Context: an optimization exercise on an open-source flow, tuned for small area and a short achievable clock period. The choices shown serve that exercise and are no tape-out recipe. RTL that was checked went through simulation tests only; none was proved equivalent to the original. Function not checked in run 7: the RTL went through the layout flow alone. No activity file was given, so power comes from the tool's default toggle rates.

**design.v**
```verilog
`default_nettype none
`timescale 1ns/1ps
package spi_ram_pkg;
    localparam logic [1:0] CMD_WR_ADDR = 2'b00;
    localparam logic [1:0] CMD_WR_DATA = 2'b01;
    localparam logic [1:0] CMD_RD_ADDR = 2'b10;
    localparam logic [1:0] CMD_RD_DATA = 2'b11;
endpackage
`default_nettype wire
`default_nettype none
`timescale 1ns/1ps
module spi_sp_ram #(
    parameter int WIDTH = 8,
    parameter int RINGS = 32,
    parameter int SLOTS = 8
) (
    input  logic                         clk,
    input  logic                         wload,
    input  logic [7:0]                   waddr,
    input  logic [WIDTH-1:0]             wdata_n,
    input  logic [7:0]                   raddr,
    output logic                         hit,
    output logic [WIDTH-1:0]             dout
);
    localparam int SW = $clog2(SLOTS);
    logic [SW-1:0]                 r_phase;
    logic [RINGS*SLOTS*WIDTH-1:0]  r_ring;
    logic [7:0]                    r_whi;
    logic [3:0]                    r_wlo;
    logic                          r_rhit;
    logic [RINGS-1:0]              r_rsel;
    logic [SW-1:0]                 w_phase_nx;
    logic [WIDTH-1:0]              w_tap [RINGS];
    assign w_phase_nx = r_phase + 1'b1;
    always_ff @(posedge clk) begin
        r_phase <= w_phase_nx;
        r_whi   <= (!wload && (w_phase_nx == waddr[SW-1:0])) ? (8'd1 << waddr[7:5]) : 8'd0;
        r_wlo   <= 4'd1 << waddr[4:3];
        r_rhit  <= (r_phase == raddr[SW-1:0]);
        r_rsel  <= RINGS'(1) << raddr[7:SW];
    end
    genvar r, k;
    generate
        for (r = 0; r < RINGS; r++) begin : g_ring
            logic w_we;
            assign w_we = r_whi[r / 4] && r_wlo[r % 4];
            for (k = 0; k < SLOTS - 1; k++) begin : g_slot
                always_ff @(posedge clk) begin
                    r_ring[(r*SLOTS + k)*WIDTH +: WIDTH] <= r_ring[(r*SLOTS + k + 1)*WIDTH +: WIDTH];
                end
            end
            assign w_tap[r] = r_ring[(r*SLOTS + SLOTS - 1)*WIDTH +: WIDTH];
            always_ff @(posedge clk) begin
                r_ring[(r*SLOTS + SLOTS - 1)*WIDTH +: WIDTH] <=
                    w_we ? ~wdata_n : r_ring[(r*SLOTS)*WIDTH +: WIDTH];
            end
        end
    endgenerate
    always_comb begin
        dout = '0;
        for (int i = 0; i < RINGS; i++) dout = dout | (w_tap[i] & {WIDTH{r_rsel[i]}});
    end
    assign hit  = r_rhit;
endmodule
`default_nettype wire
`default_nettype none
`timescale 1ns/1ps
module spi_slave_ram_burst #(
    parameter int WIDTH     = 8,
    parameter int MEM_DEPTH = 256,
    parameter int AUTO_INC  = 1
) (
    input  logic clk,
    input  logic rst,
    input  logic SS_n,
    input  logic MOSI,
    output logic MISO,
    output logic busy,
    output logic frame_err
);
    logic             r_recv;
    logic             r_exec;
    logic             r_rdout;
    logic             r_done;
    logic             r_busy;
    logic [3:0]       r_cnt;
    logic [9:0]       r_shift;
    logic [7:0]       r_wr_addr;
    logic [7:0]       r_rd_addr;
    logic [7:0]       r_waddr;
    logic [7:0]       r_wdata_n;
    logic [7:0]       r_rbuf;
    logic             r_miso;
    logic             r_frame_err;
    logic [1:0]       w_cmd;
    logic [7:0]       w_payload;
    logic             w_hit;
    logic [7:0]       w_dout;
    logic             w_last;
    logic             w_wload;
    assign w_cmd     = r_shift[9:8];
    assign w_payload = r_shift[7:0];
    assign w_last    = (r_cnt == 4'd9);
    assign w_wload   = r_exec && (w_cmd == spi_ram_pkg::CMD_WR_DATA);
    spi_sp_ram #(
        .WIDTH (WIDTH)
    ) u_ram (
        .clk   (clk),
        .wload (w_wload),
        .waddr (r_waddr),
        .wdata_n (r_wdata_n),
        .raddr (r_rd_addr),
        .hit   (w_hit),
        .dout  (w_dout)
    );
    always_ff @(posedge clk) begin
        r_shift <= {r_shift[8:0], MOSI};
    end
    always_ff @(posedge clk) begin
        if (!r_busy || (r_recv && w_last))
            r_cnt <= '0;
        else if (r_recv || r_rdout)
            r_cnt <= r_cnt + 1'b1;
    end
    always_ff @(posedge clk) begin
        if (w_wload) begin
            r_waddr <= r_wr_addr;
            r_wdata_n <= ~w_payload;
        end
    end
    always_ff @(posedge clk) begin
        if (r_rdout)
            r_rbuf <= {r_rbuf[6:0], 1'b0};
        else if (w_hit)
            r_rbuf <= w_dout;
    end
    always_ff @(posedge clk or posedge rst) begin
        if (rst) begin
            r_recv      <= 1'b0;
            r_exec      <= 1'b0;
            r_rdout     <= 1'b0;
            r_done      <= 1'b0;
            r_busy      <= 1'b0;
            r_wr_addr   <= '0;
            r_rd_addr   <= '0;
            r_miso      <= 1'b0;
            r_frame_err <= 1'b0;
        end else begin
            r_recv      <= (!r_busy && !SS_n) || (r_recv && !SS_n && !w_last);
            r_exec      <= r_recv && !SS_n && w_last;
            r_rdout     <= (r_exec && !SS_n && (w_cmd == spi_ram_pkg::CMD_RD_DATA)) ||
                           (r_rdout && !SS_n && (r_cnt != 4'd8));
            r_done      <= (r_exec && !SS_n && (w_cmd != spi_ram_pkg::CMD_RD_DATA)) ||
                           (r_rdout && !SS_n && (r_cnt == 4'd8)) ||
                           (r_done && !SS_n);
            r_busy      <= !SS_n;
            r_miso      <= r_rdout && !SS_n && (r_cnt != 4'd8) && r_rbuf[7];
            r_frame_err <= r_recv && SS_n;
            if (r_exec) begin
                case (w_cmd)
                    spi_ram_pkg::CMD_WR_ADDR: r_wr_addr <= w_payload;
                    spi_ram_pkg::CMD_WR_DATA: r_wr_addr <= r_wr_addr + 1'b1;
                    spi_ram_pkg::CMD_RD_ADDR: r_rd_addr <= w_payload;
                    default:                  r_rd_addr <= r_rd_addr + 1'b1;
                endcase
            end
        end
    end
    assign MISO      = r_miso;
    assign busy      = r_busy;
    assign frame_err = r_frame_err;
endmodule
`default_nettype wire
```
**run.sh**
```bash
#!/bin/bash
# synth_recipe.tcl (not shown) runs the flow's synth.tcl, then flattens the netlist and writes it again
# the make line also repeats each setting of config.mk as NAME=value (left out here)
make -C /OpenROAD-flow-scripts/flow DESIGN_CONFIG=/design/flow/config.mk WORK_HOME=/design/flow/orfs CLKGATE_MAP_FILE= SYNTH_SCRIPT=/design/flow/synth_recipe.tcl finish
```
**config.mk**
```make
export PLATFORM = sky130hd
export DESIGN_NAME = spi_slave_ram_burst
export DESIGN_NICKNAME = spi_slave_ram_burst
export VERILOG_FILES = /design/flow/design.v
export SDC_FILE = /design/flow/constraint.sdc
export NUM_CORES = 4
export LEC_CHECK = 0
export CAP_MARGIN = 20
export CORE_MARGIN = 2
export CORE_UTILIZATION = 80
export CTS_BUF_LIST = sky130_fd_sc_hd__clkbuf_16
export CTS_CLUSTER_DIAMETER = 50
export CTS_CLUSTER_SIZE = 28
export SETUP_SLACK_MARGIN = 2.5
export SLEW_MARGIN = 20
export TNS_END_PERCENT = 100
```
**constraint.sdc**
```tcl
create_clock -name core_clock -period 4.5 [get_ports {clk}]
set_input_delay 0.9000 -clock core_clock [delete_from_list [all_inputs] [get_ports {clk}]]
set_output_delay 0.9000 -clock core_clock [all_outputs]
set_load 0.01 [all_outputs]
```
==> notes.md, run 1 <==
- Clock transition at path regs: 0.10 ns
- Die area: 0.0629 mm2
- Clock Sinks: 2,156
- Cell Area, Synth: 0.0487 mm2
- CTS tree: done
- First-pass GRT wire length: 174 mm
- Sequential-to-total area share from yosys stat: 89.3%
- Clock Skews: 0.0270 ns
- Final setup vio count: 0
- Share of the synthesized area in the top cell type: 86.7%
- Hold Fails Final Rpt: 0
- CORE AREA: 0.0602 mm2
- Critical-path maximum fanout: 8
- Post-synth cell types: 39
- Largest net degree at the start of global routing: 33
- Synth Area in Simple Gates: 4.01%
- Most common flop cell mapped by yosys: dfxtp_1
- Gpl congestion: 0.907
- Total CTS buffers: 110
- DR WL/cell: 29.5 um
- Post-Syn Area per Cell: 15.2 um2
- Kind of critical path: flip-flop to flip-flop
- Post-Route WL: 121 mm
- Period utilization: 48.9%
- Maximum clock frequency: 454 MHz
- Worst-margin pin slew: 1.10 ns
- Yosys reg bits: 2,156
- Non-filler cells, final: 4,095
- Die width: 251 um
- Max-cap violations: 0
- CTS Buffer Depth: 3
- PortBufs: 6
- Worst setup margin: 2.30 ns
- Place WS: 1.99 ns
- Crit path capture type: flip-flop
- Synthesized netlist net count: 3,213
- Router iterations before antenna repair: 6
- Initial antenna violation count: 5
- EDFF count, synth: 23
- Skew-Pair Late Insertion Delay: 0.71 ns
- CTS Root Cell: clkbuf_16
- Pwr dens: 581 mW/mm2
- Fin Setup TNS: 0 ns
- Worst Path Required: 4.93 ns
- Vias in the first global route: 25,900
- H-tree depth: 3
- Total GRT Usage: 38.9%
- Tmin final: 2.20 ns
- Final core area utilization: 88.6%
- Vias: 24,300
- Hold-fix buffers, CTS: 0
- Synth area leader: dfxtp_1
- Initial DRC count: 3,115
- Largest family of logic cells by synthesized area: compound AO/OA/AOI/OAI gates
- Asr flop ratio synth: 1.02%
- Layout overhead on the synthesized area: 9.47%
- Min-Delay Path Class: flip-flop to flip-flop
- Final Power: 31.0 mW
- Io pins: 7
- Post-detail-place hpwl: 65.2 mm
- Synth Area in Compound Gates: 5.30%
- Crit path cell chain: a22oi_1 > nand4_1 > nor4_1 > o21ai_1
- Slew Limit Fails: 0
- Layout cells sized above 1: 7.10%
- Max-slew headroom: 26.6%
- Status: no timing/DRC/antenna violations
- RSZ-0062 raised after global routing: true
- Mux cell area share after synthesis: 0.0205%
- XOR/XNOR share of the synthesized area: 0.190%
- Final ANT Viol Nets: 0
- Final nets: 3,237
- Inst Count DP: 3,893
- Vias per cell: 5.94
- Peak supply drop: 0.577 mV
- Crit path DAT: 2.63 ns
- Std-Cell Rows: 90
- Post-synthesis cell count: 3,203
- Synth top area cells: dfxtp_1 (87%), o21ai_1 (2.8%), nand2_1 (2.5%)
- Slowest cell on the critical path: dfxtp_1
- Residual DRC: 0
- Starting density of the core: 80.9%
- Ys Warns: 3
- Leak pwr: 20.8 nW
- Slowest stage delay, CP: 0.64 ns
- Die height: 251 um
- Worst setup SP type: flip-flop
- Total grt overflow: 0
- Adder-cell area share of the yosys netlist: 0.154%
## routing by layer
metal | up-vias | share of wire, % | track usage, %
met2 | 1420 | 49 | 65.2
met1 | 12000 | 37 | 47.7
met3 | 432 | 8.5 | 8.03
li1 | 10500 | - | -
met5 | - | 0.022 | 0
met4 | 4 | 6.2 | 21.1
## stage by stage
step / hold slack (ns) / instance area, um2
after floorplan: 0.310 / 48700
after global placement: 0.310 / 49400
after detailed placement: 0.312 / 49400
after CTS: 0.308 / 53300
after global routing: 0.323 / 53300
final: 0.318 / 53300
## repair_timing
item	CTS	global route
endpoints found under the hold margin	0	0
endpoints found under the setup margin	43	26
buffers inserted	4	0
resized for setup	27	16
gates cloned	0	0
pin swaps	0	1
## layout by cell type, fill, tap and decap left out, types with 6 or more instances in the layout
cell type     n
dfxtp_1    2107
nand2_1     321
o21ai_1     276
clkbuf_16   112
a22oi_1     105
nor2_1       46
nand4_1      34
a21oi_1      28
inv_8        24
inv_1        23
a22oi_2      23
edfxtp_1     23
dfrtp_1      22
clkinv_8     19
inv_6        13
nand3_1      12
nand2b_1     11
buf_4        11
o22ai_1       8
nor4_1        7
o21ai_0       6
nor3_1        6
xor2_1        6
ha_1          6
## cell usage after synthesis (2+ instances only)
master and count:
a21oi_1 28, a22oi_1 128, and2_1 3, buf_1 6, buf_2 45, clkbuf_1 55
dfrtp_1 22, dfxtp_1 2111, edfxtp_1 23, ha_1 6, inv_1 16, nand2_1 321
nand2b_1 11, nand3_1 12, nand3b_1 2, nand4_1 34, nor2_1 47, nor2b_1 4
nor3_1 6, nor3b_1 2, nor4_1 8, o21ai_0 6, o21ai_1 276, o22ai_1 8
or2_1 2, or3_1 2, xnor2_1 2, xor2_1 6
## state kept, by name, summed over array words and instances, names as in the netlist, 3 cells and up
register and flops:
u_ram.r_rsel 32, r_wr_addr 8, r_cnt 4, r_rd_addr 8, u_ram.r_wlo 4, r_shift 10
r_wdata_n 8, u_ram.r_whi 8, r_rbuf 8, r_waddr 8, u_ram.r_phase 3, u_ram.r_ring 2048
## power by group
group	total (mW)	switching (mW)	internal, mW
clock network	11.8	6.75	5.09
registers	19.1	0.0213	19.1
logic	0.0421	0.0274	0.0147
total	31.0	6.80	24.2
## worst paths after layout
| check | from | to | slack (ns) | cells past startpoint |
|---|---|---|---|---|
| max | u_ram.r_rsel[1] | r_rbuf[1] | 2.30 | 4 |
| min | u_ram.r_ring[2030] | u_ram.r_ring[2022] | 0.32 | 0 |
| max reg2reg | u_ram.r_rsel[1] | r_rbuf[1] | 2.30 | 4 |
| min reg2reg | u_ram.r_ring[2030] | u_ram.r_ring[2022] | 0.32 | 0 |
| max in group asynchronous | rst | r_rd_addr[7] | 3.23 | 2 |
| min in group asynchronous | rst | r_wr_addr[3] | 0.69 | 2 |
## cells by family (layout without fill, tap and decap cells)
logic type / after synthesis / count (layout)
flops: 2156 / 2156
simple gates: 459 / 459
compound gates: 449 / 449
buf+inv: 123 / 231
xor+xnor: 9 / 9
fa+ha+maj: 6 / 6
mux: 1 / 1
other cells: 0 / 2
## layout make-up
class                      count  area, um2
multi-input combinational    924       4850
inverter                      17       63.8
tap                          782        978
antenna                        2       5.00
clock buffer                 112       2800
fill                        1958       6900
timing repair buffer          18        148
clock inverter                84        991
sequential                  2156      43500
## worst max-delay path, delay by kind of cell (launching register included)
kind | cells | cell delay [ns]
flops | 1 | 0.64
compound gates | 2 | 0.64
simple gates | 2 | 0.65
==> run 2: changes to the inputs <==
--- a/config.mk
+++ b/config.mk
@@ -11,4 +11,4 @@
 export CTS_BUF_LIST = sky130_fd_sc_hd__clkbuf_16
-export CTS_CLUSTER_DIAMETER = 50
-export CTS_CLUSTER_SIZE = 28
+export CTS_CLUSTER_DIAMETER = 60
+export CTS_CLUSTER_SIZE = 24
 export SETUP_SLACK_MARGIN = 2.5
==> notes.md, run 2 <==
- Io pins: 7 (unchanged)
- Fillers: 2,260 (was 1,958)
- Vias: 23,800 (was 24,300)
- Period utilization: 47.3% (was 48.9%)
- Inst Count DP: 3,893 (unchanged)
- Most frequent cells in the layout: dfxtp_1 (2,107), nand2_1 (321), o21ai_1 (276), a22oi_1 (112), clkbuf_16 (100) (was dfxtp_1 (2,107), nand2_1 (321), o21ai_1 (276), clkbuf_16 (112), a22oi_1 (105))
- DP Area: 0.0494 mm2 (unchanged)
- Vias in the first global route: 25,200 (was 25,900)
- Worst-margin pin slew: 1.09 ns (was 1.10 ns)
- Post-detail-place hpwl: 65.2 mm (unchanged)
- Maximum clock frequency: 470 MHz (was 454 MHz)
- PortBufs: 6 (unchanged)
- Initial DRC count: 2,968 (was 3,115)
- EDFF count, synth: 23 (unchanged)
- CTS tree: done (unchanged)
- Final core area utilization: 86.5% (was 88.6%)
- Pwr dens: 555 mW/mm2 (was 581 mW/mm2)
- Yosys reg bits: 2,156 (unchanged)
- Clock Skews: 0.0210 ns (was 0.0270 ns)
- Die area: 0.0629 mm2 (unchanged)
- Critical-path maximum fanout: 8 (unchanged)
- Worst Hold Slack: 0.321 ns (was 0.318 ns)
- Fin Setup TNS: 0 ns (unchanged)
- Asr flop ratio synth: 1.02% (unchanged)
- Leak pwr: 20.3 nW (was 20.8 nW)
- Crit path capture type: flip-flop (unchanged)
- Sequential-to-total area share from yosys stat: 89.3% (unchanged)
- Residual DRC: 0 (unchanged)
- Top-count cell post-synth: dfxtp_1 (unchanged)
- Synth top area cells: dfxtp_1 (87%), o21ai_1 (2.8%), nand2_1 (2.5%) (unchanged)
- Worst setup margin: 2.37 ns (was 2.30 ns)
- Post-route cell area: 0.0521 mm2 (was 0.0533 mm2)
- Commonest cells in the netlist: dfxtp_1 (2,111), nand2_1 (321), o21ai_1 (276) (unchanged)
- Post-synth cell types: 39 (unchanged)
- Most flop-heavy register: u_ram.r_ring (unchanged)
- Largest net degree at the start of global routing: 33 (unchanged)
- Crit path DAT: 2.57 ns (was 2.63 ns)
- Layout overhead on the synthesized area: 6.91% (was 9.47%)
- Final setup vio count: 0 (unchanged)
- Clock transition at path regs: 0.10 ns (about the same)
- Max-cap violations: 0 (unchanged)
- Die height: 251 um (unchanged)
- Starting density of the core: 80.9% (unchanged)
- Buf/Inv on CP: 0 (unchanged)
- Max reg flops: 2,048 (unchanged)
- Non-filler cells, final: 4,010 (was 4,095)
- Peak supply drop: 0.506 mV (was 0.577 mV)
- FF/Latch Area: 0.0435 mm2 (unchanged)
- CP delay by family, top: simple AND/OR/NAND/NOR gates (unchanged)
- Slowest stage delay, CP: 0.61 ns (was 0.64 ns)
- Clock Sinks: 2,156 (unchanged)
- Crit path cell chain: a22oi_1 > nand4_1 > nor4_1 > o21ai_1 (unchanged)
- Final Power: 28.9 mW (was 31.0 mW)
- H-tree depth: 3 (unchanged)
- Share of the synthesized area in the top cell type: 86.7% (unchanged)
- DR WL/cell: 28.7 um (was 29.5 um)
- Area of the multi-input gates: 0.00480 mm2 (was 0.00485 mm2)
- Commonest non-fill, non-tap cell in the layout: dfxtp_1 (unchanged)
- Max-slew headroom: 27.2% (was 26.6%)
- Router iterations before antenna repair: 6 (unchanged)
- Slew Limit Fails: 0 (unchanged)
- Diode count: 0 (was 2)
- Place WS: 1.99 ns (unchanged)
- Tmin final: 2.13 ns (was 2.20 ns)
- Cell Area, Synth: 0.0487 mm2 (unchanged)
- Hold Fails Final Rpt: 0 (unchanged)
- Worst setup SP type: flip-flop (unchanged)
- Synth area leader: dfxtp_1 (unchanged)
- Skew-Pair Late Insertion Delay: 0.69 ns (was 0.71 ns)
- Post-Route WL: 115 mm (was 121 mm)
- Total GRT Usage: 37.2% (was 38.9%)
- Die width: 251 um (unchanged)
- Total grt overflow: 0 (unchanged)
- Status: no timing/DRC/antenna violations (unchanged)
- CTS Root Cell: clkbuf_16 (unchanged)
- Slowest cell on the critical path: dfxtp_1 (unchanged)
- Worst Path Required: 4.94 ns (was 4.93 ns)
- Ys Warns: 3 (unchanged)
- Final nets: 3,224 (was 3,237)
- Final ANT Viol Nets: 0 (unchanged)
- CTS Buffer Depth: 3 (unchanged)
- Total CTS buffers: 99 (was 110)
- Initial antenna violation count: 1 (was 5)
- Gpl congestion: 0.907 (unchanged)
- Layout cells sized above 1: 4.46% (was 7.10%)
- Std-Cell Rows: 90 (unchanged)
- Min-Delay Path Class: flip-flop to flip-flop (unchanged)
- Synthesized netlist net count: 3,213 (unchanged)
- Vias per cell: 5.94 (about the same)
- RSZ-0062 raised after global routing: true (unchanged)
- Largest regs: u_ram.r_ring x2048, u_ram.r_rsel x32, r_shift x10 (unchanged)
- Hold-fix buffers, CTS: 0 (unchanged)
- Kind of critical path: flip-flop to flip-flop (unchanged)
- Post-synthesis cell count: 3,203 (unchanged)
- Post-Syn Area per Cell: 15.2 um2 (unchanged)
- Most common flop cell mapped by yosys: dfxtp_1 (unchanged)
- First-pass GRT wire length: 168 mm (was 174 mm)
- CORE AREA: 0.0602 mm2 (unchanged)
## run 2: cell counts after synthesis
No cell type changed its count.
## run 2: final cells by class
type	count	share of cell area [%]
Sequential cell	2156	83.5
Inverter	17	0.122
Timing Repair Buffer	16	0.231
Tap cell	782	1.88
Clock buffer	100	4.80
Clock inverter	15	0.250
Multi-Input combinational cell	924	9.22
## run 2: cell families after synthesis
| kind of cell | after synthesis | share of synthesized area (%) |
|---|---|---|
| AO/OA/AOI/OAI | 449 | 5.30 |
| XOR/XNOR | 9 | 0.190 |
| adder cells (fa/ha/maj) | 6 | 0.154 |
| buffers and inverters | 123 | 1.06 |
| flip-flops | 2156 | 89.3 |
| multiplexers | 1 | 0.0205 |
| AND/OR/NAND/NOR | 459 | 4.01 |
## run 2: final timing paths
check | from | end | slack, ns | depth (start not counted)
max | u_ram.r_rsel[6] | r_rbuf[1] | 2.37 | 4
min | u_ram.r_ring[1965] | u_ram.r_ring[1957] | 0.32 | 0
max reg2reg | u_ram.r_rsel[6] | r_rbuf[1] | 2.37 | 4
min reg2reg | u_ram.r_ring[1965] | u_ram.r_ring[1957] | 0.32 | 0
max in group asynchronous | rst | r_rd_addr[7] | 3.24 | 2
min in group asynchronous | rst | r_wr_addr[4] | 0.72 | 2
## run 2: repair_timing
item / CTS / global route
gates cloned: 0 / 0
setup buffers: 2 / 0
pin swaps: 3 / 0
endpoints found under the setup margin: 38 / 24
endpoints found under the hold margin: 0 / 0
gates resized for setup: 24 / 10
## run 2: power breakdown
part	leakage (nW)	switching (mW)	internal, mW
combinational	1.38	0.0241	0.0140
sequential	17.6	0.0213	19.1
clock	1.32	5.66	4.07
## run 2: metal layers
| metal | part of all wire [%] | up-vias | GRT usage [%] |
|---|---|---|---|
| met1 | 38 | 11800 | 47.7 |
| met3 | 7.8 | 412 | 6.22 |
| met5 | 0.0078 | - | 0 |
| li1 | - | 10400 | - |
| met2 | 48 | 1271 | 61.7 |
| met4 | 5.9 | 2 | 19.4 |
==> run 3: changes to the inputs <==
--- a/config.mk
+++ b/config.mk
@@ -10,3 +10,3 @@
 export CORE_UTILIZATION = 80
-export CTS_BUF_LIST = sky130_fd_sc_hd__clkbuf_16
+export CTS_BUF_LIST = sky130_fd_sc_hd__clkbuf_8 sky130_fd_sc_hd__clkbuf_16
 export CTS_CLUSTER_DIAMETER = 60
==> notes.md, run 3 <==
- Worst Path Required: 4.94 ns (about the same)
- Post-detail-place hpwl: 65.2 mm (unchanged)
- Crit path cell chain: a22oi_1 > nand4_1 > nor4_1 > o21ai_1 (unchanged)
- Final setup vio count: 0 (unchanged)
- Yosys reg bits: 2,156 (unchanged)
- Ys Warns: 3 (unchanged)
- Gpl congestion: 0.907 (unchanged)
- Total CTS buffers: 99 (unchanged)
- Slowest cell on the critical path: dfxtp_1 (unchanged)
- CORE AREA: 0.0602 mm2 (unchanged)
- Tmin final: 2.13 ns (unchanged)
- Slew Limit Fails: 0 (unchanged)
- Period utilization: 47.3% (unchanged)
- Post-synth cell types: 39 (unchanged)
- Cell depth of the worst flop-to-flop path: 4 (unchanged)
- CTS Buffer Depth: 3 (unchanged)
- PortBufs: 6 (unchanged)
- Leak pwr: 20.3 nW (unchanged)
- Max-slew headroom: 27.2% (unchanged)
- Initial DRC count: 2,968 (unchanged)
- Most common flop cell mapped by yosys: dfxtp_1 (unchanged)
- Total GRT Usage: 37.2% (unchanged)
- Commonest non-fill, non-tap cell in the layout: dfxtp_1 (unchanged)
- RSZ-0062 raised after global routing: true (unchanged)
- Largest regs: u_ram.r_ring x2048, u_ram.r_rsel x32, r_shift x10 (unchanged)
- Peak supply drop: 0.506 mV (unchanged)
- Std-Cell Rows: 90 (unchanged)
- Fin Setup TNS: 0 ns (unchanged)
- Min-Delay Path Class: flip-flop to flip-flop (unchanged)
- Hold-fix buffers, CTS: 0 (unchanged)
- Critical R2R Capture: r_rbuf[1] (unchanged)
- Worst-margin pin slew: 1.09 ns (unchanged)
- Die area: 0.0629 mm2 (unchanged)
- Maximum clock frequency: 470 MHz (unchanged)
- Crit Reg-Reg Startpoint: u_ram.r_rsel[6] (unchanged)
- Commonest cells in the netlist: dfxtp_1 (2,111), nand2_1 (321), o21ai_1 (276) (unchanged)
- Most frequent cells in the layout: dfxtp_1 (2,107), nand2_1 (321), o21ai_1 (276), a22oi_1 (112), clkbuf_16 (100) (unchanged)
- Post-Syn Area per Cell: 15.2 um2 (unchanged)
- Vias per cell: 5.94 (unchanged)
- Hold Fails Final Rpt: 0 (unchanged)
- Io pins: 7 (unchanged)
- Synth Area in Compound Gates: 5.30% (unchanged)
- Vias in the first global route: 25,200 (unchanged)
- Skew-Pair Late Insertion Delay: 0.69 ns (about the same)
- Most flop-heavy register: u_ram.r_ring (unchanged)
- Worst Hold Slack: 0.321 ns (unchanged)
- Router iterations before antenna repair: 6 (unchanged)
- Asr flop ratio synth: 1.02% (unchanged)
- CTS Root Cell: clkbuf_16 (unchanged)
- Clock Skews: 0.0210 ns (unchanged)
- Adder-cell area share of the yosys netlist: 0.154% (unchanged)
- Die width: 251 um (unchanged)
- Starting density of the core: 80.9% (unchanged)
- Post-synthesis cell count: 3,203 (unchanged)
- First-pass GRT wire length: 168 mm (unchanged)
- Hold_sp: u_ram.r_ring[1965] (unchanged)
- Sequential-to-total area share from yosys stat: 89.3% (unchanged)
- Share of the synthesized area in the top cell type: 86.7% (unchanged)
- Worst setup SP type: flip-flop (unchanged)
- Synth area leader: dfxtp_1 (unchanged)
- Register-to-Register Setup Slack: 2.37 ns (about the same)
- Layout cells sized above 1: 4.46% (unchanged)
- Fillers: 2,260 (unchanged)
- DR WL/cell: 28.7 um (unchanged)
- Cell Area, Synth: 0.0487 mm2 (unchanged)
- WHS Endpoint: u_ram.r_ring[1957] (unchanged)
- Max-cap violations: 0 (unchanged)
- EDFF count, synth: 23 (unchanged)
- Synthesized netlist net count: 3,213 (unchanged)
- Layout overhead on the synthesized area: 6.91% (unchanged)
- Crit path DAT: 2.57 ns (about the same)
- Total grt overflow: 0 (unchanged)
- Residual DRC: 0 (unchanged)
- Final nets: 3,224 (unchanged)
- Pwr dens: 555 mW/mm2 (unchanged)
- Kind of critical path: flip-flop to flip-flop (unchanged)
- CTS tree: done (unchanged)
- Final ANT Viol Nets: 0 (unchanged)
- Clock transition at path regs: 0.10 ns (about the same)
- Largest family of logic cells by synthesized area: compound AO/OA/AOI/OAI gates (unchanged)
- Synth top area cells: dfxtp_1 (87%), o21ai_1 (2.8%), nand2_1 (2.5%) (unchanged)
- XOR/XNOR share of the synthesized area: 0.190% (unchanged)
- Die height: 251 um (unchanged)
- Mux cell area share after synthesis: 0.0205% (unchanged)
- Hold Crit Depth: 0 (unchanged)
- H-tree depth: 3 (unchanged)
- Slowest stage delay, CP: 0.61 ns (about the same)
- Largest net degree at the start of global routing: 33 (unchanged)
- Vias: 23,800 (unchanged)
- Post-Route WL: 115 mm (unchanged)
- Clock Sinks: 2,156 (unchanged)
- Synth Area in Simple Gates: 4.01% (unchanged)
- Initial antenna violation count: 1 (unchanged)
- Top-count cell post-synth: dfxtp_1 (unchanged)
- Critical-path maximum fanout: 8 (unchanged)
- Crit path capture type: flip-flop (unchanged)
- Diode count: 0 (unchanged)
- Status: no timing/DRC/antenna violations (unchanged)
- Max reg flops: 2,048 (unchanged)
[run 3: cell counts in the layout (fill, tap and decap cells not counted)]
Identical to the previous run, type by type.
[run 3: repair_timing]
action	4_1_cts	5_1_grt
setup endpoints to repair	38	24
pin swaps	3	0
gates cloned	0	0
hold endpoints to repair	0	0
resized for setup	24	10
buffers inserted	2	0
[run 3: report_power, final]
part	internal, mW	switching, mW
Sequential	19.1	0.0213
Clock	4.07	5.66
Combinational	0.0140	0.0241
[run 3: area by class of cell]
cell class / count / area, um2 / area share (%)
Sequential cell: 2156 / 43500 / 83.5
Timing Repair Buffer: 16 / 120 / 0.231
Inverter: 17 / 63.8 / 0.122
Tap cell: 782 / 978 / 1.88
Clock inverter: 15 / 130 / 0.250
Clock buffer: 100 / 2500 / 4.80
Multi-Input combinational cell: 924 / 4800 / 9.22
[run 3: through the flow]
step / setup slack, ns / std cells / total power [mW] / util (%) / cell area, um2
detailed placement: 1.99 / 3893 / 19.6 / 82.0 / 49400
global route: 2.34 / 4010 / 29.5 / 86.5 / 52100
CTS: 2.36 / 4010 / 28.9 / 86.4 / 52100
finish: 2.37 / 4010 / 28.9 / 86.5 / 52100
floorplan: 2.86 / 3203 / 19.6 / - / 48700
global placement: 2.14 / 3893 / 19.6 / 82.0 / 49400
[run 3: worst max path at each step]
stage,start,to,cells past startpoint
after CTS,r_busy,busy,1
after global placement,r_shift[8],r_wdata_n[3],2
final,u_ram.r_rsel[6],r_rbuf[1],4
after global routing,r_busy,busy,1
after detailed placement,r_shift[8],r_wdata_n[0],2
after floorplan,r_shift[9],r_waddr[0],2
[run 3: worst max-delay path: cells and delay by family (launching register included)]
kind,cells,cell delay (ns)
flip-flops,1,0.61
AND/OR/NAND/NOR,2,0.68
AO/OA/AOI/OAI,2,0.58
[run 3: metal layers]
layer	part of all wire, %	up-vias	wire length [um]	track usage [%]
met2	48	1271	55400	61.7
li1	-	10400	-	-
met3	7.8	412	8930	6.22
met1	38	11800	44000	47.7
met5	0.0078	-	9	0
met4	5.9	2	6820	19.4
[run 3: cell families after synthesis]
family,count (synthesis)
XOR/XNOR,9
AND/OR/NAND/NOR,459
buffers and inverters,123
AO/OA/AOI/OAI,449
multiplexers,1
adder cells (fa/ha/maj),6
flip-flops,2156
==> run 4: changes to the inputs <==
--- a/config.mk
+++ b/config.mk
@@ -9,4 +9,4 @@
 export CORE_MARGIN = 2
-export CORE_UTILIZATION = 80
-export CTS_BUF_LIST = sky130_fd_sc_hd__clkbuf_8 sky130_fd_sc_hd__clkbuf_16
+export CORE_UTILIZATION = 82
+export CTS_BUF_LIST = sky130_fd_sc_hd__clkbuf_16
 export CTS_CLUSTER_DIAMETER = 60
==> notes.md, run 4 <==
- Vias per cell: 6.00 (was 5.94)
- Final core area utilization: 88.3% (was 86.5%)
- Die width: 248 um (was 251 um)
- Commonest non-fill, non-tap cell in the layout: dfxtp_1 (unchanged)
- Slowest stage delay, CP: 0.41 ns (was 0.61 ns)
- Post-Syn Area per Cell: 15.2 um2 (unchanged)
- CP delay by family, top: flip-flops (was simple AND/OR/NAND/NOR gates)
- Layout cells sized above 1: 3.97% (was 4.46%)
- CTS Buffer Depth: 3 (unchanged)
- Crit path cell chain: buf_2 (was a22oi_1 > nand4_1 > nor4_1 > o21ai_1)
- Io pins: 7 (unchanged)
- Ys Warns: 3 (unchanged)
- Leak pwr: 20.2 nW (was 20.3 nW)
- Residual DRC: 0 (unchanged)
- Hold Fails Final Rpt: 0 (unchanged)
- Die area: 0.0614 mm2 (was 0.0629 mm2)
- Commonest cells in the netlist: dfxtp_1 (2,111), nand2_1 (321), o21ai_1 (276) (unchanged)
- CTS Root Cell: clkbuf_16 (unchanged)
- RSZ-0062 raised after global routing: true (unchanged)
- Initial antenna violation count: 6 (was 1)
- Asr flop ratio synth: 1.02% (unchanged)
- Slowest cell on the critical path: dfrtp_1 (was dfxtp_1)
- Maximum clock frequency: 468 MHz (was 470 MHz)
- DR WL/cell: 29.2 um (was 28.7 um)
- CTS tree: done (unchanged)
- Layout overhead on the synthesized area: 6.70% (was 6.91%)
- Max-cap violations: 0 (unchanged)
- Diode count: 0 (unchanged)
- Min-Delay Path Class: flip-flop to flip-flop (unchanged)
- Final nets: 3,224 (unchanged)
- Worst-margin pin slew: 1.15 ns (was 1.09 ns)
- PortBufs: 6 (unchanged)
- Worst setup SP type: flip-flop (unchanged)
- Clock Skews: 0.0277 ns (was 0.0210 ns)
- Sequential-to-total area share from yosys stat: 89.3% (unchanged)
- Most frequent cells in the layout: dfxtp_1 (2,109), nand2_1 (321), o21ai_1 (276), a22oi_1 (125), clkbuf_16 (102) (was dfxtp_1 (2,107), nand2_1 (321), o21ai_1 (276), a22oi_1 (112), clkbuf_16 (100))
- Share of the synthesized area in the top cell type: 86.7% (unchanged)
- Crit path capture type: output port (was flip-flop)
- Initial DRC count: 2,887 (was 2,968)
- Synth top area cells: dfxtp_1 (87%), o21ai_1 (2.8%), nand2_1 (2.5%) (unchanged)
- Max-slew headroom: 23.3% (was 27.2%)
- CORE AREA: 0.0589 mm2 (was 0.0602 mm2)
- EDFF count, synth: 23 (unchanged)
- Post-synth cell types: 39 (unchanged)
- Clock transition at path regs: 0.11 ns (was 0.10 ns)
- Fillers: 2,022 (was 2,260)
- Top-count cell post-synth: dfxtp_1 (unchanged)
- Most flop-heavy register: u_ram.r_ring (unchanged)
- Largest regs: u_ram.r_ring x2048, u_ram.r_rsel x32, r_shift x10 (unchanged)
- Vias: 24,000 (was 23,800)
- Starting density of the core: 82.7% (was 80.9%)
- Total CTS buffers: 99 (unchanged)
- Synth area leader: dfxtp_1 (unchanged)
- Post-synthesis cell count: 3,203 (unchanged)
- Die height: 248 um (was 251 um)
- Final setup vio count: 0 (unchanged)
- Largest net degree at the start of global routing: 33 (unchanged)
- Total grt overflow: 0 (unchanged)
- FF/Latch Area: 0.0435 mm2 (about the same)
- Max reg flops: 2,048 (unchanged)
- Pwr dens: 556 mW/mm2 (was 555 mW/mm2)
- First-pass GRT wire length: 168 mm (about the same)
- Tmin final: 2.13 ns (about the same)
- Std-Cell Rows: 89 (was 90)
- Critical-path maximum fanout: 1 (was 8)
- Kind of critical path: flip-flop to output port (was flip-flop to flip-flop)
- Vias in the first global route: 25,400 (was 25,200)
- Crit path DAT: 1.23 ns (was 2.57 ns)
- Area of the multi-input gates: 0.00474 mm2 (was 0.00480 mm2)
- Post-Route WL: 117 mm (was 115 mm)
- Most common flop cell mapped by yosys: dfxtp_1 (unchanged)
- Gpl congestion: 0.983 (was 0.907)
- Buf/Inv on CP: 1 (was 0)
- Clock Sinks: 2,156 (unchanged)
- Worst Path Required: 3.60 ns (was 4.94 ns)
- Peak supply drop: 0.490 mV (was 0.506 mV)
- H-tree depth: 3 (unchanged)
- Total GRT Usage: 38.9% (was 37.2%)
- Cell Area, Synth: 0.0487 mm2 (unchanged)
- Status: no timing/DRC/antenna violations (unchanged)
- Fin Setup TNS: 0 ns (unchanged)
- Slew Limit Fails: 0 (unchanged)
- Final ANT Viol Nets: 0 (unchanged)
- Skew-Pair Late Insertion Delay: 0.71 ns (was 0.69 ns)
- Period utilization: 47.4% (was 47.3%)
- Post-detail-place hpwl: 66.2 mm (was 65.2 mm)
- Yosys reg bits: 2,156 (unchanged)
- Router iterations before antenna repair: 6 (unchanged)
- Synthesized netlist net count: 3,213 (unchanged)
[run 4: cell counts after synthesis]
Identical to the previous run, type by type.
[run 4: worst paths after layout]
| check | cells past startpoint | slack (ns) | endpoint | start |
|---|---|---|---|---|
| min in group asynchronous | 2 | 0.71 | r_wr_addr[2] | rst |
| worst max register to register | 4 | 2.45 | r_rbuf[3] | u_ram.r_rsel[22] |
| worst min-delay path | 0 | 0.32 | u_ram.r_ring[1571] | u_ram.r_ring[1579] |
| max in group asynchronous | 2 | 3.22 | r_exec | rst |
| worst max-delay path | 1 | 2.37 | frame_err | r_frame_err |
| worst min register to register | 0 | 0.32 | u_ram.r_ring[1571] | u_ram.r_ring[1579] |
[run 4: kinds of logic after synthesis]
logic type / after synthesis / synth area share (%)
mux: 1 / 0.0205
simple gates: 459 / 4.01
fa+ha+maj: 6 / 0.154
compound gates: 449 / 5.30
buf+inv: 123 / 1.06
xor+xnor: 9 / 0.190
flops: 2156 / 89.3
[run 4: through the flow]
step | instance area, um2 | worst slack [ns] | hold slack [ns] | power, mW | cells
after floorplan | 48700 | 2.86 | 0.310 | 19.6 | 3203
after global placement | 49400 | 2.11 | 0.310 | 19.6 | 3885
after detailed placement | 49400 | 2.01 | 0.312 | 19.6 | 3885
after CTS | 52000 | 2.35 | 0.320 | 28.8 | 3997
after global routing | 52000 | 2.34 | 0.327 | 29.4 | 3997
final | 52000 | 2.37 | 0.316 | 28.9 | 3997
[run 4: power by group]
group | switching (mW) | internal (mW) | leakage, nW | total, mW
sequential | 0.0205 | 19.1 | 17.6 | 19.1
clock | 5.67 | 4.07 | 1.30 | 9.74
combinational | 0.0239 | 0.0147 | 1.38 | 0.0386
total | 5.71 | 23.2 | 20.2 | 28.9
[run 4: final cells by class]
type | count | share of cell area [%]
repair buffers | 16 | 0.243
inverters | 17 | 0.123
multi-input cells | 924 | 9.12
clock buffers | 102 | 4.91
well taps | 773 | 1.86
clock inverters | 9 | 0.0842
flip-flops and latches | 2156 | 83.7
[run 4: metal layers]
| layer | track usage (%) | up-vias | wire length [um] | part of all wire [%] |
|---|---|---|---|---|
| met3 | 8.37 | 487 | 9550 | 8.2 |
| met5 | 0 | - | 9 | 0.0077 |
| met1 | 47.9 | 11800 | 43500 | 37 |
| li1 | - | 10300 | - | - |
| met4 | 24.1 | 2 | 8470 | 7.3 |
| met2 | 63.2 | 1339 | 55300 | 47 |
[run 4: repair_timing]
item	in CTS	in global routing
setup endpoints to repair	30	22
gates resized for setup	17	4
hold buffers	0	0
buffers inserted	1	0
==> run 5: changes to the inputs <==
--- a/config.mk
+++ b/config.mk
@@ -7,3 +7,3 @@
 export LEC_CHECK = 0
-export CAP_MARGIN = 20
+export CAP_MARGIN = 50
 export CORE_MARGIN = 2
@@ -14,3 +14,3 @@
 export SETUP_SLACK_MARGIN = 2.5
-export SLEW_MARGIN = 20
+export SLEW_MARGIN = 50
 export TNS_END_PERCENT = 100
==> notes.md, run 5 <==
- Status: no timing/DRC/antenna violations (unchanged)
- CTS tree: done (unchanged)
- Post-Route WL: 118 mm (was 117 mm)
- Vias per cell: 6.03 (was 6.00)
- Max-cap violations: 0 (unchanged)
- Synthesized netlist net count: 3,213 (unchanged)
- Most frequent cells in the layout: dfxtp_1 (2,109), nand2_1 (293), o21ai_1 (276), a22oi_1 (123), clkbuf_16 (101) (was dfxtp_1 (2,109), nand2_1 (321), o21ai_1 (276), a22oi_1 (125), clkbuf_16 (102))
- EDFF count, synth: 23 (unchanged)
- Total grt overflow: 0 (unchanged)
- Setup crit start: r_busy (was r_frame_err)
- Layout cells sized above 1: 5.02% (was 3.97%)
- Final core area utilization: 88.5% (was 88.3%)
- Crit Reg-Reg Startpoint: u_ram.r_rsel[18] (was u_ram.r_rsel[22])
- Initial DRC count: 2,828 (was 2,887)
- Gpl congestion: 0.983 (unchanged)
- Die width: 248 um (unchanged)
- Slowest cell on the critical path: dfrtp_1 (unchanged)
- Most common flop cell mapped by yosys: dfxtp_1 (unchanged)
- PortBufs: 6 (unchanged)
- Total CTS buffers: 99 (unchanged)
- Period utilization: 47.2% (was 47.4%)
- Critical R2R Capture: r_rbuf[5] (was r_rbuf[3])
- H-tree depth: 3 (unchanged)
- Worst setup SP type: flip-flop (unchanged)
- Most flop-heavy register: u_ram.r_ring (unchanged)
- Total GRT Usage: 39.3% (was 38.9%)
- Crit path cell chain: buf_6 (was buf_2)
- Largest net degree at the start of global routing: 33 (unchanged)
- Slowest stage delay, CP: 0.42 ns (was 0.41 ns)
- Worst Path Required: 3.60 ns (about the same)
- Post-route cell area: 0.0521 mm2 (was 0.0520 mm2)
- Min-Delay Path Class: flip-flop to flip-flop (unchanged)
- Vias in the first global route: 25,400 (about the same)
- Post-Syn Area per Cell: 15.2 um2 (unchanged)
- Starting density of the core: 82.7% (unchanged)
- Crit path DAT: 1.22 ns (was 1.23 ns)
- Final ANT Viol Nets: 0 (unchanged)
- Synth top area cells: dfxtp_1 (87%), o21ai_1 (2.8%), nand2_1 (2.5%) (unchanged)
- Pwr dens: 554 mW/mm2 (was 556 mW/mm2)
- CTS Root Cell: clkbuf_16 (unchanged)
- CP delay by family, top: flip-flops (unchanged)
- Leak pwr: 20.3 nW (was 20.2 nW)
- Post-synth cell types: 39 (unchanged)
- Hold_sp: u_ram.r_ring[687] (was u_ram.r_ring[1579])
- Residual DRC: 0 (unchanged)
- DP Area: 0.0494 mm2 (about the same)
- Ys Warns: 3 (unchanged)
- Sequential-to-total area share from yosys stat: 89.3% (unchanged)
- Diode count: 0 (unchanged)
- Peak supply drop: 0.588 mV (was 0.490 mV)
- Kind of critical path: flip-flop to output port (unchanged)
- Critical-path maximum fanout: 2 (was 1)
- Io pins: 7 (unchanged)
- Post-detail-place hpwl: 66.5 mm (was 66.2 mm)
- Commonest cells in the netlist: dfxtp_1 (2,111), nand2_1 (321), o21ai_1 (276) (unchanged)
- Buf/Inv on CP: 1 (unchanged)
- Register-to-Register Setup Slack: 2.46 ns (was 2.45 ns)
- Std-Cell Rows: 89 (unchanged)
- WHS Endpoint: u_ram.r_ring[679] (was u_ram.r_ring[1571])
- Worst-margin pin slew: 0.811 ns (was 1.15 ns)
- Die area: 0.0614 mm2 (unchanged)
- Fin Setup TNS: 0 ns (unchanged)
- RSZ-0062 raised after global routing: true (unchanged)
- Clock Skews: 0.0242 ns (was 0.0277 ns)
- Cell depth of the worst flop-to-flop path: 4 (unchanged)
- CORE AREA: 0.0589 mm2 (unchanged)
- Top-count cell post-synth: dfxtp_1 (unchanged)
- DR WL/cell: 29.6 um (was 29.2 um)
- Hold-fix buffers, CTS: 0 (unchanged)
- Tmin final: 2.12 ns (was 2.13 ns)
- Clock Sinks: 2,156 (unchanged)
- Cell Area, Synth: 0.0487 mm2 (unchanged)
- Max reg flops: 2,048 (unchanged)
- Initial antenna violation count: 5 (was 6)
- Asr flop ratio synth: 1.02% (unchanged)
- CTS Buffer Depth: 3 (unchanged)
- Synth area leader: dfxtp_1 (unchanged)
- Hold Crit Depth: 0 (unchanged)
- Crit path capture type: output port (unchanged)
- Commonest non-fill, non-tap cell in the layout: dfxtp_1 (unchanged)
- Share of the synthesized area in the top cell type: 86.7% (unchanged)
- Clock transition at path regs: 0.10 ns (was 0.11 ns)
- Layout overhead on the synthesized area: 6.92% (was 6.70%)
- Router iterations before antenna repair: 6 (unchanged)
- Maximum clock frequency: 471 MHz (was 468 MHz)
- Final setup vio count: 0 (unchanged)
- Die height: 248 um (unchanged)
- Largest regs: u_ram.r_ring x2048, u_ram.r_rsel x32, r_shift x10 (unchanged)
- Slew Limit Fails: 0 (unchanged)
- Fillers: 1,930 (was 2,022)
- First-pass GRT wire length: 169 mm (was 168 mm)
- Final nets: 3,225 (was 3,224)
- Skew-Pair Late Insertion Delay: 0.69 ns (was 0.71 ns)
- Max-slew headroom: 45.9% (was 23.3%)
- Yosys reg bits: 2,156 (unchanged)
- Hold Fails Final Rpt: 0 (unchanged)
- Final Power: 28.9 mW (about the same)
- Post-synthesis cell count: 3,203 (unchanged)
- Vias: 24,100 (was 24,000)
run 5: area by class of cell:
type                    instances  area [um2]  area share (%)
well taps                     773         967            1.86
clock buffers                 101        2530            4.85
flip-flops and latches       2156       43500            83.5
clock inverters                11        88.8           0.170
multi-input cells             924        4820            9.25
inverters                      17        63.8           0.122
repair buffers                 17         138           0.264
run 5: metrics by stage:
stage                     setup slack [ns]  hold slack (ns)  std cells
final                                 2.38            0.307       3999
after global routing                  2.35            0.318       3999
after CTS                             2.36            0.315       3999
after detailed placement              2.59            0.312       3886
after global placement                2.11            0.310       3885
after floorplan                       2.86            0.310       3203
run 5: worst max-delay path by stage:
| stage | cells past startpoint | to |
|---|---|---|
| floorplan | 2 | r_waddr[0] |
| global placement | 2 | r_waddr[7] |
| detailed placement | 4 | r_rbuf[2] |
| CTS | 1 | busy |
| global route | 1 | busy |
| finish | 1 | busy |
run 5: logic make-up after synthesis:
family          share of synthesized area [%]
fa+ha+maj                               0.154
xor+xnor                                0.190
flops                                    89.3
compound gates                           5.30
mux                                    0.0205
simple gates                             4.01
buf+inv                                  1.06
run 5: repair_timing:
item	4_1_cts	5_1_grt
setup endpoints to repair	5	6
endpoints found under the hold margin	0	0
gates resized for setup	15	4
buffers inserted	1	0
run 5: where the power goes:
group,leakage [nW],internal [mW],switching (mW)
sequential,17.6,19.1,0.0206
combinational,1.41,0.0147,0.0238
clock,1.31,4.05,5.64
run 5: layer usage:
metal  share of wire [%]  vias to the layer above  GRT usage [%]
li1                    -                    10400              -
met1                  37                    11800           48.2
met2                  48                     1411           63.7
met3                 8.7                      526           9.33
met4                 7.0                        6           23.9
met5               0.035                        -              0
==> run 6: changes to the inputs <==
--- a/config.mk
+++ b/config.mk
@@ -7,3 +7,3 @@
 export LEC_CHECK = 0
-export CAP_MARGIN = 50
+export CAP_MARGIN = 20
 export CORE_MARGIN = 2
@@ -13,4 +13,4 @@
 export CTS_CLUSTER_SIZE = 24
-export SETUP_SLACK_MARGIN = 2.5
-export SLEW_MARGIN = 50
+export SETUP_SLACK_MARGIN = 2.0
+export SLEW_MARGIN = 20
 export TNS_END_PERCENT = 100
==> notes.md, run 6 <==
- Status: no timing/DRC/antenna violations (unchanged)
- CP Depth: 1 (unchanged)
- Place WS: 2.01 ns (was 2.59 ns)
- Post-detail-place hpwl: 66.2 mm (was 66.5 mm)
- Post-synth cell types: 39 (unchanged)
- First-pass GRT wire length: 168 mm (was 169 mm)
- Slowest stage delay, CP: 0.54 ns (was 0.42 ns)
- Top-count cell post-synth: dfxtp_1 (unchanged)
- Final nets: 3,223 (was 3,225)
- Worst Path Required: 3.60 ns (about the same)
- Critical-path maximum fanout: 1 (was 2)
- Io pins: 7 (unchanged)
- Die width: 248 um (unchanged)
- Ys Warns: 3 (unchanged)
- Gpl congestion: 0.983 (unchanged)
- Peak supply drop: 0.490 mV (was 0.588 mV)
- Worst setup path endpoint: MISO (was busy)
- Initial antenna violation count: 7 (was 5)
- Min-Delay Path Class: flip-flop to flip-flop (unchanged)
- Starting density of the core: 82.7% (unchanged)
- Fin Setup TNS: 0 ns (unchanged)
- Hold Fails Final Rpt: 0 (unchanged)
- Commonest non-fill, non-tap cell in the layout: dfxtp_1 (unchanged)
- Residual DRC: 0 (unchanged)
- Setup crit start: r_miso (was r_busy)
- Skew-Pair Late Insertion Delay: 0.70 ns (was 0.69 ns)
- Total CTS buffers: 99 (unchanged)
- CTS Root Cell: clkbuf_16 (unchanged)
- CTS Buffer Depth: 3 (unchanged)
- Cell Area, Synth: 0.0487 mm2 (unchanged)
- Most common flop cell mapped by yosys: dfxtp_1 (unchanged)
- Post-CTS sizing: 3 (was 15)
- PortBufs: 6 (unchanged)
- Slowest cell on the critical path: clkdlybuf4s50_1 (was dfrtp_1)
- CORE AREA: 0.0589 mm2 (unchanged)
- Max reg flops: 2,048 (unchanged)
- Register-to-Register Setup Slack: 2.06 ns (was 2.46 ns)
- Synth top area cells: dfxtp_1 (87%), o21ai_1 (2.8%), nand2_1 (2.5%) (unchanged)
- Largest net degree at the start of global routing: 33 (unchanged)
- Post-synthesis cell count: 3,203 (unchanged)
- Share of the synthesized area in the top cell type: 86.7% (unchanged)
- Asr flop ratio synth: 1.02% (unchanged)
- Period utilization: 54.7% (was 47.2%)
- FF/Latch Area: 0.0435 mm2 (about the same)
- Tmin final: 2.46 ns (was 2.12 ns)
- Kind of critical path: flip-flop to output port (unchanged)
- Clock Skews: 0.0274 ns (was 0.0242 ns)
- Leak pwr: 20.2 nW (was 20.3 nW)
- Post-Syn Area per Cell: 15.2 um2 (unchanged)
- Crit Reg-Reg Startpoint: r_shift[8] (was u_ram.r_rsel[18])
- Worst setup SP type: flip-flop (unchanged)
- Std-Cell Rows: 89 (unchanged)
- Critical R2R Capture: r_waddr[6] (was r_rbuf[5])
- Die area: 0.0614 mm2 (unchanged)
- Crit path capture type: output port (unchanged)
- RSZ-0062 raised after global routing: false (was true)
- Hold Crit Depth: 0 (unchanged)
- Die height: 248 um (unchanged)
- Final ANT Viol Nets: 0 (unchanged)
- Vias per cell: 5.97 (was 6.03)
- Clock transition at path regs: 0.09 ns (was 0.10 ns)
- Cell depth of the worst flop-to-flop path: 2 (was 4)
- Layout overhead on the synthesized area: 6.65% (was 6.92%)
- EDFF count, synth: 23 (unchanged)
- Slew Limit Fails: 0 (unchanged)
- Max-cap violations: 0 (unchanged)
- Yosys reg bits: 2,156 (unchanged)
- Worst-margin pin slew: 1.18 ns (was 0.811 ns)
- CTS tree: done (unchanged)
- Synthesized netlist net count: 3,213 (unchanged)
- Total GRT Usage: 38.8% (was 39.3%)
- Vias in the first global route: 25,300 (was 25,400)
- Post-CTS setup buffers: 0 (was 1)
- Final setup vio count: 0 (unchanged)
- Crit path cell chain: clkdlybuf4s50_1 (was buf_6)
- Router iterations before antenna repair: 9 (was 6)
- Post-Route WL: 116 mm (was 118 mm)
- Total grt overflow: 0 (unchanged)
- Vias: 23,900 (was 24,100)
- Largest regs: u_ram.r_ring x2048, u_ram.r_rsel x32, r_shift x10 (unchanged)
- Buf/Inv on CP: 1 (unchanged)
- Synth area leader: dfxtp_1 (unchanged)
- Max-slew headroom: 21.3% (was 45.9%)
- Worst setup margin: 2.04 ns (was 2.38 ns)
- Most frequent cells in the layout: dfxtp_1 (2,111), nand2_1 (321), o21ai_1 (276), a22oi_1 (128), clkbuf_16 (102) (was dfxtp_1 (2,109), nand2_1 (293), o21ai_1 (276), a22oi_1 (123), clkbuf_16 (101))
- Maximum clock frequency: 406 MHz (was 471 MHz)
- Pwr dens: 556 mW/mm2 (was 554 mW/mm2)
- Crit path DAT: 1.56 ns (was 1.22 ns)
- Fillers: 2,029 (was 1,930)
- Hold-fix buffers, CTS: 0 (unchanged)
- Clock Sinks: 2,156 (unchanged)
- Sequential-to-total area share from yosys stat: 89.3% (unchanged)
- Area of the multi-input gates: 0.00472 mm2 (was 0.00482 mm2)
- DR WL/cell: 29.1 um (was 29.6 um)
- H-tree depth: 3 (unchanged)
- Most flop-heavy register: u_ram.r_ring (unchanged)
- CP delay by family, top: buffers and inverters (was flip-flops)
- Initial DRC count: 2,799 (was 2,828)
- Commonest cells in the netlist: dfxtp_1 (2,111), nand2_1 (321), o21ai_1 (276) (unchanged)
- Layout cells sized above 1: 3.66% (was 5.02%)
## run 6: cell counts after synthesis
No cell type changed its count.
## run 6: cell type report
cell class | count | share of cell area [%]
diodes | 1 | 0.00481
clock buffers | 102 | 4.91
clock inverters | 9 | 0.0843
inverters | 17 | 0.123
multi-input cells | 924 | 9.08
flip-flops and latches | 2156 | 83.7
well taps | 773 | 1.86
repair buffers | 15 | 0.241
## run 6: power breakdown
group | total, mW | internal, mW | switching (mW)
clock | 9.73 | 4.07 | 5.66
combinational | 0.0371 | 0.0140 | 0.0231
sequential | 19.1 | 19.1 | 0.0203
total | 28.9 | 23.2 | 5.70
## run 6: worst min path at each step
stage | from | end | slack [ns]
final | u_ram.r_ring[592] | u_ram.r_ring[584] | 0.32
after global routing | u_ram.r_ring[1875] | u_ram.r_ring[1867] | 0.32
after CTS | u_ram.r_ring[592] | u_ram.r_ring[584] | 0.32
after detailed placement | u_ram.r_ring[1484] | u_ram.r_ring[1476] | 0.31
after global placement | u_ram.r_ring[1620] | u_ram.r_ring[1612] | 0.31
after floorplan | u_ram.r_ring[8] | u_ram.r_ring[0] | 0.31
## run 6: per-stage QoR
step / hold WS [ns] / total power, mW / cells / instance area, um2 / util, %
after CTS: 0.320 / 28.8 / 3996 / 52000 / 88.2
after global routing: 0.325 / 29.4 / 3996 / 52000 / 88.2
after floorplan: 0.310 / 19.6 / 3203 / 48700 / -
after global placement: 0.310 / 19.6 / 3885 / 49400 / 83.8
final: 0.320 / 28.9 / 3997 / 52000 / 88.2
after detailed placement: 0.312 / 19.6 / 3885 / 49400 / 83.8
## run 6: cells by family after synthesis
logic type,after synthesis,synth area share [%]
xor gates and xnor gates,9,0.190
DFF,2156,89.3
and+or+nand+nor,459,4.01
AOI/OAI and AO/OA,449,5.30
muxes,1,0.0205
adders and majority gates,6,0.154
buffers and inverters,123,1.06
## run 6: layer usage
metal | wire length [um] | up-vias | track usage [%] | part of all wire, %
met3 | 9090 | 460 | 7.98 | 7.8
met5 | 27 | - | 0 | 0.023
met1 | 43700 | 11800 | 48.1 | 38
met4 | 8060 | 4 | 23.4 | 6.9
li1 | - | 10300 | - | -
met2 | 55500 | 1310 | 63.3 | 48
==> run 7: changes to the inputs <==
--- a/design.v
+++ b/design.v
@@ -30,2 +30,5 @@
     logic                          r_rhit;
+    logic                          r_rhit2;
+    logic [WIDTH-1:0]              r_rpre;
+    logic [WIDTH-1:0]              w_rsel_tap;
     logic [RINGS-1:0]              r_rsel;
@@ -39,2 +42,4 @@
         r_rhit  <= (r_phase == raddr[SW-1:0]);
+        r_rhit2 <= r_rhit;
+        r_rpre  <= w_rsel_tap;
         r_rsel  <= RINGS'(1) << raddr[7:SW];
@@ -59,6 +64,7 @@
     always_comb begin
-        dout = '0;
-        for (int i = 0; i < RINGS; i++) dout = dout | (w_tap[i] & {WIDTH{r_rsel[i]}});
+        w_rsel_tap = '0;
+        for (int i = 0; i < RINGS; i++) w_rsel_tap = w_rsel_tap | (w_tap[i] & {WIDTH{r_rsel[i]}});
     end
-    assign hit  = r_rhit;
+    assign hit  = r_rhit2;
+    assign dout = r_rpre;
 endmodule
--- a/config.mk
+++ b/config.mk
@@ -9,3 +9,3 @@
 export CORE_MARGIN = 2
-export CORE_UTILIZATION = 82
+export CORE_UTILIZATION = 80
 export CTS_BUF_LIST = sky130_fd_sc_hd__clkbuf_16
@@ -13,3 +13,3 @@
 export CTS_CLUSTER_SIZE = 24
-export SETUP_SLACK_MARGIN = 2.0
+export SETUP_SLACK_MARGIN = 2.5
 export SLEW_MARGIN = 20
==> notes.md, run 7 <==
- Status: no timing/DRC/antenna violations (unchanged)
- Commonest non-fill, non-tap cell in the layout: dfxtp_1 (unchanged)
- Crit path capture type: flip-flop (was output port)
- Ys Warns: 3 (unchanged)
- Post-synth cell types: 47 (was 39)
- Maximum clock frequency: 476 MHz (was 406 MHz)
- Synthesized netlist net count: 3,210 (was 3,213)
- Switching Share: 19.9% (was 19.7%)
- Diode count: 0 (was 1)
- Clock Sinks: 2,165 (was 2,156)
- Worst setup SP type: flip-flop (unchanged)
- Pwr dens: 557 mW/mm2 (was 556 mW/mm2)
- Slew Limit Fails: 0 (unchanged)
- Sw power: 5.81 mW (was 5.70 mW)
- Layout cells sized above 1: 4.71% (was 3.66%)
- Met1 usage: 48.6% (was 48.1%)
- Die width: 251 um (was 248 um)
- Total GRT Usage: 38.4% (was 38.8%)
- Layout overhead on the synthesized area: 6.95% (was 6.65%)
- Critical-path maximum fanout: 8 (was 1)
- Fin Setup TNS: 0 ns (unchanged)
- Top-count cell post-synth: dfxtp_1 (unchanged)
- Clock Skews: 0.0330 ns (was 0.0274 ns)
- Total CTS buffers: 100 (was 99)
- Sequential-to-total area share from yosys stat: 89.1% (was 89.3%)
- Tmin final: 2.10 ns (was 2.46 ns)
- Fillers: 2,107 (was 2,029)
- Post-Route WL: 119 mm (was 116 mm)
- Most flop-heavy register: u_ram.r_ring (unchanged)
- Asr flop ratio synth: 1.02% (about the same)
- Clock transition at path regs: 0.12 ns (was 0.09 ns)
- Combinational Power Share: 0.1% (about the same)
- Die area: 0.0632 mm2 (was 0.0614 mm2)
- Synth area leader: dfxtp_1 (unchanged)
- Crit path DAT: 2.66 ns (was 1.56 ns)
- Max-cap violations: 0 (unchanged)
- Post-Syn Area per Cell: 15.3 um2 (was 15.2 um2)
- H-tree depth: 3 (unchanged)
- EDFF count, synth: 23 (unchanged)
- CTS Buffer Depth: 3 (unchanged)
- Total grt overflow: 0 (unchanged)
- Most common flop cell mapped by yosys: dfxtp_1 (unchanged)
- Leak pwr: 20.4 nW (was 20.2 nW)
- Initial antenna violation count: 4 (was 7)
- Most frequent cells in the layout: dfxtp_1 (2,114), nand2_1 (308), o21ai_0 (268), a22oi_1 (113), clkbuf_16 (104) (was dfxtp_1 (2,111), nand2_1 (321), o21ai_1 (276), a22oi_1 (128), clkbuf_16 (102))
- Vias per cell: 5.99 (was 5.97)
- Hold Fails Final Rpt: 0 (unchanged)
- Skew-Pair Late Insertion Delay: 0.70 ns (about the same)
- Worst-margin pin slew: 1.09 ns (was 1.18 ns)
- FF/Latch Area: 0.0437 mm2 (was 0.0435 mm2)
- Io pins: 7 (unchanged)
- Largest net degree at the start of global routing: 37 (was 33)
- Residual DRC: 0 (unchanged)
- Peak supply drop: 0.427 mV (was 0.490 mV)
- Vias: 24,000 (was 23,900)
- DR WL/cell: 29.7 um (was 29.1 um)
- Yosys reg bits: 2,165 (was 2,156)
- Final setup vio count: 0 (unchanged)
- Gpl congestion: 0.878 (was 0.983)
- RSZ-0062 raised after global routing: true (was false)
- Synth top area cells: dfxtp_1 (87%), o21ai_0 (2.7%), nand2_1 (2.4%) (was dfxtp_1 (87%), o21ai_1 (2.8%), nand2_1 (2.5%))
- Min-Delay Path Class: flip-flop to flip-flop (unchanged)
- Std-Cell Rows: 90 (was 89)
- Starting density of the core: 81.0% (was 82.7%)
- Post-detail-place hpwl: 65.3 mm (was 66.2 mm)
- Period utilization: 46.7% (was 54.7%)
- Non-filler cells, final: 4,007 (was 3,997)
- Area of the multi-input gates: 0.00485 mm2 (was 0.00472 mm2)
- Met3 global-route usage: 6.98% (was 7.98%)
- Final nets: 3,221 (was 3,223)
- Worst Path Required: 5.06 ns (was 3.60 ns)
- Commonest cells in the netlist: dfxtp_1 (2,120), nand2_1 (308), o21ai_0 (268) (was dfxtp_1 (2,111), nand2_1 (321), o21ai_1 (276))
- Global routing's busiest layer: met2 (unchanged)
- Max-slew headroom: 27.1% (was 21.3%)
- PortBufs: 6 (unchanged)
- Vias in the first global route: 25,600 (was 25,300)
- CTS tree: done (unchanged)
- Sequential power share: 65.8% (was 66.2%)
- Kind of critical path: flip-flop to flip-flop (was flip-flop to output port)
- Share of the synthesized area in the top cell type: 86.6% (was 86.7%)
- Final core area utilization: 86.7% (was 88.2%)
- Largest regs: u_ram.r_ring x2048, u_ram.r_rsel x32, r_shift x10 (unchanged)
- Clock share of power: 34.1% (was 33.7%)
- Router iterations before antenna repair: 6 (was 9)
- Inst Count DP: 3,890 (was 3,885)
- First-pass GRT wire length: 173 mm (was 168 mm)
- Cell Int Power: 23.4 mW (was 23.2 mW)
- CORE AREA: 0.0605 mm2 (was 0.0589 mm2)
- GR Util met2: 63.3% (about the same)
- Final ANT Viol Nets: 0 (unchanged)
- Cell Area, Synth: 0.0490 mm2 (was 0.0487 mm2)
- CTS Root Cell: clkbuf_16 (unchanged)
- Die height: 251 um (was 248 um)
- Post-synthesis cell count: 3,200 (was 3,203)
- Initial DRC count: 2,683 (was 2,799)
- Max reg flops: 2,048 (unchanged)
-- run 7: cell types whose count changed in the layout (fill, tap and decap cells not counted), sizes merged, moves of 7 or more --
cell,change
mux2i,+7
or4,+10
o21ai,-14
a21oi,-18
o22ai,-7
nand2,-13
dfxtp,+9
-- run 7: timing repair --
action,in CTS,in global routing
pin swaps,2,4
endpoints found under the hold margin,0,0
gates cloned,0,0
resized for setup,18,14
setup endpoints to repair,24,23
hold buffers,0,0
buffers inserted,1,0
-- run 7: cell families after synthesis --
kind of cell / synth area share [%]
XOR/XNOR: 0.161
multiplexers: 0.163
AO/OA/AOI/OAI: 5.23
buffers and inverters: 1.09
AND/OR/NAND/NOR: 4.06
flip-flops: 89.1
adder cells (fa/ha/maj): 0.153
-- run 7: power by group through the flow --
stage	registers (mW)	logic, mW	clock network (mW)
2_1_floorplan	19.6	0.0257	0
3_3_place_gp	19.6	0.0310	0
3_5_place_dp	19.6	0.0333	0
4_1_cts	19.2	0.0339	9.93
5_1_grt	19.2	0.0377	10.6
6_report	19.2	0.0336	9.94
-- run 7: stage by stage --
stage               worst slack [ns]  instance area [um2]  power, mW  hold WS, ns
floorplan                       3.16                49000       19.7        0.310
global placement                2.39                49600       19.7        0.309
detailed placement              2.26                49600       19.7        0.312
CTS                             2.23                52400       29.2        0.306
global route                    2.38                52400       29.8        0.306
finish                          2.40                52400       29.2        0.303
-- run 7: metal layers --
| layer | routed length [um] | vias up |
|---|---|---|
| met3 | 9220 | 387 |
| li1 | - | 10300 |
| met5 | 7 | - |
| met1 | 45100 | 12000 |
| met4 | 7270 | 2 |
| met2 | 57500 | 1272 |
-- run 7: critical path, stage by stage (launching register included) --
cell     delay, ns
dfxtp_1       0.61
a22oi_1       0.36
nand4_1       0.39
or4_1         0.62
-- run 7: layout make-up --
| type | instances | area share (%) |
|---|---|---|
| Inverter | 19 | 0.143 |
| Sequential cell | 2165 | 83.4 |
| Clock inverter | 12 | 0.179 |
| Clock buffer | 104 | 4.97 |
| Multi-Input combinational cell | 910 | 9.26 |
| Timing Repair Buffer | 15 | 0.215 |
| Tap cell | 782 | 1.87 |
-- run 7: final timing paths --
check                                        end  cells past startpoint              from  slack, ns
min in group asynchronous           r_wr_addr[4]                      2               rst       0.71
worst max-delay path             u_ram.r_rpre[6]                      3   u_ram.r_rsel[5]       2.40
max in group asynchronous           r_wr_addr[2]                      2               rst       3.26
worst max register to register   u_ram.r_rpre[6]                      3   u_ram.r_rsel[5]       2.40
worst min register to register  u_ram.r_ring[30]                      0  u_ram.r_ring[38]       0.30
worst min-delay path            u_ram.r_ring[30]                      0  u_ram.r_ring[38]       0.30

[separate check: timing with driven ports]
No port has a modelled driver above. Below, the same layouts with a new extraction and two added sets of constraints. Step 1 assumes that a clkbuf_16 drives the clock port and a buf_2 every other input. Step 2, shift: input delay + t, output delay - t, t = (earliest + latest rising clock arrival at the registers) / 2. This alone moves slack from input paths to output paths. a / b / c = no drivers / after step 1 / after step 2; a / b = the first two.
| run | t, ns | setup WS [ns] | worst setup path after step 2 |
|---|---|---|---|
| run 1 | 0.766 | 2.300 / 2.293 / 2.300 | register to register |
| run 2 | 0.744 | 2.372 / 2.311 / 2.372 | register to register |
| run 3 | 0.744 | 2.372 / 2.311 / 2.372 | register to register |
| run 4 | 0.756 | 2.365 / 2.299 / 2.450 | register to register |
| run 5 | 0.745 | 2.376 / 2.308 / 2.462 | register to register |
| run 6 | 0.745 | 2.037 / 1.977 / 2.062 | register to register |
| run 7 | 0.746 | 2.397 / 2.347 / 2.397 | register to register |
After both steps every run listed still meets setup and hold.
